Source: an optimization exercise on an open RTL-to-GDS flow (aim: small area). Production flows keep margins and buffers that such runs may drop.
Function was checked by simulation only, so behaviour that the tests miss may differ from the original.

// motion_overlay_chip
module motion_overlay_chip (
    input  logic        clk,
    input  logic        reset,
    input  logic        pixel_de,
    input  logic [9:0]  pixel_x,
    input  logic [9:0]  pixel_y,
    input  logic        motion_flag,
    input  logic        shot_btn,
    input  logic [15:0] img_data,
    output logic [14:0] fb_addr,
    output logic [11:0] rgb
);
    motion_overlay_pkg::raster_t pixel;
    motion_overlay_pkg::rgb444_t rgb_s;
    assign pixel.de = pixel_de;
    assign pixel.x  = pixel_x;
    assign pixel.y  = pixel_y;
    assign rgb      = rgb_s;
    motion_overlay_top u_top (
        .clk        (clk),
        .reset      (reset),
        .pixel      (pixel),
        .motion_flag(motion_flag),
        .shot_btn   (shot_btn),
        .img_data   (img_data),
        .fb_addr    (fb_addr),
        .rgb        (rgb_s)
    );
endmodule
export LEC_CHECK = 0
export CAP_MARGIN = 20
export CORE_MARGIN = 2
export CORE_UTILIZATION = 40
export CTS_BUF_LIST = sky130_fd_sc_hd__clkbuf_8
export CTS_CLUSTER_DIAMETER = 60
export CTS_CLUSTER_SIZE = 12
export SLEW_MARGIN = 20
create_clock -name core_clock -period 100.0 [get_ports {clk}]
standard.sh (not shown) runs the stock make flow with config.mk's settings and CLKGATE_MAP_FILE= SYNTH_SCRIPT=/design/flow/synth_recipe.tcl, a recipe that flattens the netlist after the stock synthesis.
==> flow/flow/run.sh <==
#!/bin/bash
# Own layout flow: the standard flow, with three changes.
#  1. After the standard synthesis, the combinational logic between the
#     registers and adder cells is remapped for area: fapol2.py flips
#     full-adder cells to the polarity that needs the fewest inverters
#     (a full adder is self-dual), then yosys/ABC remaps the plain logic
#     (resynth.ys, resynth.abc).  Registers, full-adder and tie cells are
#     kept as the standard synthesis made them (same instances, names, types).
#  2. Ports are buffered with buf_1 cells instead of clkdlybuf4s50_1.
#  3. A power-recovery (downsizing) pass runs after the placement resize.
# Each tool's output goes to a log file of its own in this folder.
set -euo pipefail
R=$PWD/orfs/results/${FLOW_PLATFORM}/motion_overlay_chip/base
ln -sf $FLOW_HOME/platforms/${FLOW_PLATFORM}/lib/sky130_fd_sc_hd__tt_025C_1v80.lib lib.lib
YOSYS=$FLOW_HOME/../tools/install/yosys/bin/yosys
[ -x "$YOSYS" ] || YOSYS=yosys
export BUFFER_PORTS_ARGS="-buffer_cell sky130_fd_sc_hd__buf_1"
export POST_RESIZE_TCL="$PWD/flow/post_resize.tcl"

# standard synthesis only
bash standard.sh $R/1_2_yosys.v > standard_synth.log 2>&1
cp $R/1_2_yosys.v std_1_2_yosys.v

# fa polarity, then remap of the plain logic, then a read-back check
python3 flow/fapol2.py std_1_2_yosys.v fapol_1_2_yosys.v --flex > fapol.log 2>&1
$YOSYS -q -l resynth.log -s flow/resynth.ys > /dev/null 2>&1
$YOSYS -q -l resynth_check.log -s flow/resynth_check.ys > /dev/null 2>&1
cp resynth_1_2_yosys.v $R/1_2_yosys.v
touch $R/1_2_yosys.v

# rest of the standard flow from the new netlist
bash standard.sh > standard.log 2>&1
==> flow/flow/resynth.abc <==
&get -n
&deepsyn -T 120
&put
dch -f
amap
topo
Other scripts of this flow, unchanged in this note and not shown: flow/flow/fapol2.py, flow/flow/post_resize.tcl, flow/flow/resynth.ys, flow/flow/resynth_check.ys
The first run finished clean.
Rerun with:
--- a/flow/flow/run.sh
+++ b/flow/flow/run.sh
@@ -5,5 +5,5 @@
 #     full-adder cells to the polarity that needs the fewest inverters
 #     (a full adder is self-dual), then yosys/ABC remaps the plain logic
-#     (resynth.ys, resynth.abc).  Registers, full-adder and tie cells are
+#     (resynth.ys, resynth_s*.abc, best of four seeds by pick.py).  Registers, full-adder and tie cells are
 #     kept as the standard synthesis made them (same instances, names, types).
 #  2. Ports are buffered with buf_1 cells instead of clkdlybuf4s50_1.
@@ -22,8 +22,18 @@
 cp $R/1_2_yosys.v std_1_2_yosys.v
 
-# fa polarity, then remap of the plain logic, then a read-back check
 python3 flow/fapol2.py std_1_2_yosys.v fapol_1_2_yosys.v --flex > fapol.log 2>&1
-$YOSYS -q -l resynth.log -s flow/resynth.ys > /dev/null 2>&1
-$YOSYS -q -l resynth_check.log -s flow/resynth_check.ys > /dev/null 2>&1
+for sd in 0 1 2 3; do
+  mkdir -p rs$sd/flow
+  cp fapol_1_2_yosys.v rs$sd/
+  cp flow/resynth_s$sd.abc rs$sd/flow/resynth.abc
+  ln -sf ../lib.lib rs$sd/lib.lib
+  ( cd rs$sd && $YOSYS -q -l resynth.log -s ../flow/resynth.ys > /dev/null 2>&1 \
+      && $YOSYS -q -l resynth_check.log -s ../flow/resynth_check.ys > /dev/null 2>&1 ) &
+done
+wait
+best=$(python3 flow/pick.py rs0 rs1 rs2 rs3 2> pick.log)
+cp $best/resynth_1_2_yosys.v resynth_1_2_yosys.v
+cp $best/resynth.log resynth.log
+cp $best/resynth_check.log resynth_check.log
 cp resynth_1_2_yosys.v $R/1_2_yosys.v
 touch $R/1_2_yosys.v
==> flow/flow/pick.py (new file) <==
#!/usr/bin/env python3
"""pick.py DIR... : print the folder whose resynth_check.log reports the
smallest chip area (ties: first given)."""
import re, sys
best = None
for d in sys.argv[1:]:
    try:
        m = re.findall(r"Chip area for module '[^']*': ([\d.]+)", open(d + '/resynth_check.log').read())
        if not m:
            continue
        a = float(m[-1])
    except OSError:
        continue
    print('%s %.1f' % (d, a), file=sys.stderr)
    if best is None or a < best[1]:
        best = (d, a)
if best is None:
    sys.exit('no candidate passed')
print(best[0])
==> flow/flow/resynth_s0.abc (new file) <==
&get -n
&deepsyn -T 120 -S 0
&put
dch -f
amap
topo
==> flow/flow/resynth_s1.abc (new file) <==
&get -n
&deepsyn -T 120 -S 1
&put
dch -f
amap
topo
==> flow/flow/resynth_s2.abc (new file) <==
&get -n
&deepsyn -T 120 -S 2
&put
dch -f
amap
topo
==> flow/flow/resynth_s3.abc (new file) <==
&get -n
&deepsyn -T 120 -S 3
&put
dch -f
amap
topo
removed: flow/flow/resynth.abc
=> Area after synthesis fell slightly; cell count fell slightly; cell area hardly moves; clock-buffer cell count fell by 2; core utilization barely changes; via count fell slightly; global-route usage fell by 0.47 points; setup slack degrades by 0.55 ns; flip-flop and latch count is unchanged.

static timing again, ports no longer ideal:
Ports are ideal in the flow. The routed layouts listed here were re-timed in OpenROAD.
Step 1 (the two cells are an assumption about what drives the block):
set clk [get_ports {clk}]
set_driving_cell -lib_cell sky130_fd_sc_hd__clkbuf_16 $clk
set_driving_cell -lib_cell sky130_fd_sc_hd__buf_2 [delete_from_list [all_inputs] $clk]
Step 2, shift: input delay + t, output delay - t, t = (earliest + latest rising clock arrival at the registers) / 2. This alone moves slack from input paths to output paths.
Three values: no drivers, after step 1, after step 2; two values: the first two.
run | shift t [ns] | slack for setup (ns) | worst hold slack (ns) | worst setup path after step 2 | slew at the worst register clock pin (ns)
the first run | 0.607 | 22.713 / 22.660 / 23.267 | 0.383 / 0.383 / 0.383 | register to output | 0.09 / 0.09
the second run | 0.604 | 22.168 / 22.115 / 22.719 | 0.388 / 0.388 / 0.388 | register to output | 0.10 / 0.10
After both steps setup and hold are still met in every run listed.
